What follows belongs to an exercise in optimizing a design on an open flow for small area, a short achievable clock period and few clock cycles per item; a production flow would make more cautious choices. In this exercise RTL edits were held to simulation tests only and were not proved equivalent to the original.

Design subbytes_stream, start of the top module:
module subbytes_stream
#(
   parameter int LANES      = 16,
   parameter int CNT_W      = 32
) (
   input  logic                    clk,
   input  logic                    rst,
   input  logic                    in_valid,
   output logic                    in_ready,
   input  logic [aes_pkg::BYTE_W*LANES-1:0] in_data,
   input  logic                    in_inv,
   input  logic                    in_last,
   output logic                    out_valid,
   input  logic                    out_ready,
   output logic [aes_pkg::BYTE_W*LANES-1:0] out_data,
   output logic                    out_last,
   output logic [CNT_W-1:0]        beat_count
);
Settings: LEC_CHECK=0, CAP_MARGIN=20, CORE_MARGIN=2, CORE_UTILIZATION=45, CTS_BUF_LIST=sky130_fd_sc_hd__clkbuf_4 sky130_fd_sc_hd__clkbuf_8, PLACE_DENSITY=0.6, SETUP_SLACK_MARGIN=2.2, SLEW_MARGIN=20, SYNTH_HIERARCHICAL=1, SYNTH_MINIMUM_KEEP_SIZE=0; clock period 5.5 ns.
standard.sh (not shown) runs the stock make flow with config.mk's settings and CLKGATE_MAP_FILE= SYNTH_SCRIPT=/design/flow/synth_recipe.tcl, a recipe that flattens the netlist after the stock synthesis.
==> flow/flow/run.sh <==
#!/bin/bash
# The standard layout (standard.sh), except that the port buffers that
# buffer_ports inserts are sky130_fd_sc_hd__buf_2 cells instead of its default pick.
set -euo pipefail
export BUFFER_PORTS_ARGS="-buffer_cell sky130_fd_sc_hd__buf_2"
bash standard.sh > standard_make.log 2>&1
Testbench counts at the start, summed over its fixed seeds: cycles 4,112, items 4,096.
==> next run, changes <==
--- a/flow/config.mk
+++ b/flow/config.mk
@@ -10,5 +10,4 @@
 export CORE_UTILIZATION = 45
-export CTS_BUF_LIST = sky130_fd_sc_hd__clkbuf_4 sky130_fd_sc_hd__clkbuf_8
 export PLACE_DENSITY = 0.6
-export SETUP_SLACK_MARGIN = 2.2
+export SETUP_SLACK_MARGIN = 2.3
 export SLEW_MARGIN = 20
What happened:
- The changed run finished clean
- final area goes up by 3.5%
- setup slack improved by 0.068 ns
- hold slack is better by 0.0036 ns

* * *

Another version of the RTL of subbytes_stream (not shown whole).
For scale: roughly 3300 cells after synthesis, about 34000 um^2 of cells after synthesis.
==> flow/design.v (excerpt) <==
module subbytes_stream
#(
   parameter int LANES      = 16,
   parameter int CNT_W      = 32
) (
   input  logic                    clk,
   input  logic                    rst,
   input  logic                    in_valid,
   output logic                    in_ready,
   input  logic [aes_pkg::BYTE_W*LANES-1:0] in_data,
   input  logic                    in_inv,
   input  logic                    in_last,
   output logic                    out_valid,
   input  logic                    out_ready,
   output logic [aes_pkg::BYTE_W*LANES-1:0] out_data,
   output logic                    out_last,
   output logic [CNT_W-1:0]        beat_count
);
   localparam int W1 = 12;
   localparam int W2 = 8;
   logic [W1*LANES-1:0] s1_d, s1_q;
   logic [W2*LANES-1:0] s2_d, s2_q;
   logic [2:1] inv_q, last_q, valid_q;
   logic load, in_fire;
   logic [CNT_W-1:0] cnt_q, cnt_d;
   genvar gi;
   for (gi = 0; gi < LANES; gi++) begin : g_lane
      sbox_st0 u_st0 (.si(in_data[aes_pkg::BYTE_W*gi +: aes_pkg::BYTE_W]), .inv(in_inv), .so(s1_d[W1*gi +: W1]));
      sbox_st1 u_st1 (.si(s1_q[W1*gi +: W1]), .inv(inv_q[1]), .so(s2_d[W2*gi +: W2]));
      sbox_st2 u_st2 (.si(s2_q[W2*gi +: W2]), .inv(inv_q[2]), .so(out_data[aes_pkg::BYTE_W*gi +: aes_pkg::BYTE_W]));
   end
   assign load      = ~valid_q[2] | out_ready;
   assign in_ready  = load;
   assign in_fire   = in_valid & load;
   assign out_valid = valid_q[2];
   assign out_last  = last_q[2];
   beat_count_next #(.W(CNT_W)) u_cnt (.q(cnt_q), .inc(in_fire), .d(cnt_d));
   assign beat_count = cnt_q;
   always_ff @(posedge clk or posedge rst) begin
      if (rst) begin
         valid_q <= '0;
         cnt_q   <= '0;
      end else begin
         if (load) valid_q <= {valid_q[2-1:1], in_valid};
         cnt_q <= cnt_d;
      end
   end
   always_ff @(posedge clk) begin
      if (load) begin
         s1_q <= s1_d;
         inv_q[1] <= in_inv;
         last_q[1] <= in_last;
  ...
export LEC_CHECK = 0
export CAP_MARGIN = 20
export CORE_MARGIN = 2
export CORE_UTILIZATION = 45
export CTS_BUF_LIST = sky130_fd_sc_hd__clkbuf_4 sky130_fd_sc_hd__clkbuf_8
export CTS_CLUSTER_DIAMETER = 80
export CTS_CLUSTER_SIZE = 20
export PLACE_DENSITY = 0.6
export SETUP_SLACK_MARGIN = 2.4
export SLEW_MARGIN = 20
export SYNTH_HIERARCHICAL = 1
export SYNTH_MINIMUM_KEEP_SIZE = 0
create_clock -name core_clock -period 5.5 [get_ports {clk}]
Scripts as last shown in full above: flow/flow/run.sh
The baseline finished clean.
Testbench counts at the start, summed over its fixed seeds: cycles 4,112, items 4,096.
Change:
CTS_CLUSTER_DIAMETER = not set   (was 80)
CTS_CLUSTER_SIZE = not set   (was 20)
GPL_ROUTABILITY_DRIVEN = 0   (was not set)
SETUP_SLACK_MARGIN = 2.3   (was 2.4)
Worst hold slack improves by 0.017 ns.
Clock-buffer cell count went up by 69.
Global-route usage grows by 0.32 points.
Cell count increases by 0.55%.
Die area stays the same.
Setup slack loses 0.019 ns.
First-iteration DRC count goes down by about 10%.
Change:
CTS_BUF_LIST = sky130_fd_sc_hd__clkbuf_8 sky130_fd_sc_hd__clkbuf_16   (was sky130_fd_sc_hd__clkbuf_4 sky130_fd_sc_hd__clkbuf_8)
CTS_CLUSTER_DIAMETER = 100   (was not set)
CTS_CLUSTER_SIZE = 30   (was not set)
GPL_ROUTABILITY_DRIVEN = not set   (was 0)
Outcome:
- The changed run completed with no timing, DRC or antenna violations
- hold slack improves by 0.0072 ns
- wire length goes down by 2.5%
- final area falls by 1.1%
- area after synthesis is unchanged
- fmax falls by 0.54%

[port drivers added, routing unchanged]
Ports are ideal in the flow. The routed layouts listed here were re-timed in OpenROAD.
Step 1: set_driving_cell puts a clkbuf_16 on clk and a buf_2 on each other input, an assumption about the parent block.
Step 2 also shifts input and output timing later by t, the mid clock arrival at the registers, as if the neighbouring blocks saw the same clock.
Slacks: ideal ports / drivers / drivers and shift; pairs: ideal ports / drivers.
run	t, ns	setup WS [ns]	worst setup path at the end	clock arrival spread, ns	cell pins on the clock port's net
the first run of note 1	0.690	2.233 / 2.176 / 1.540	input to register	0.041 / 0.041	1
the second run of note 1	0.623	2.301 / 2.186 / 1.562	input to register	0.018 / 0.019	1
the first run of note 2	0.726	2.444 / 2.384 / 1.658	input to register	0.023 / 0.024	1
the second run of note 2	0.686	2.426 / 2.214 / 1.528	input to register	0.032 / 0.031	1
the third run of note 2	0.635	2.409 / 2.185 / 1.550	input to register	0.032 / 0.032	1
After both steps every run listed still meets setup and hold. The setup slack of the second run of note 2, which loses most, moves by -0.212 ns with the drivers and by -0.898 ns with both steps.
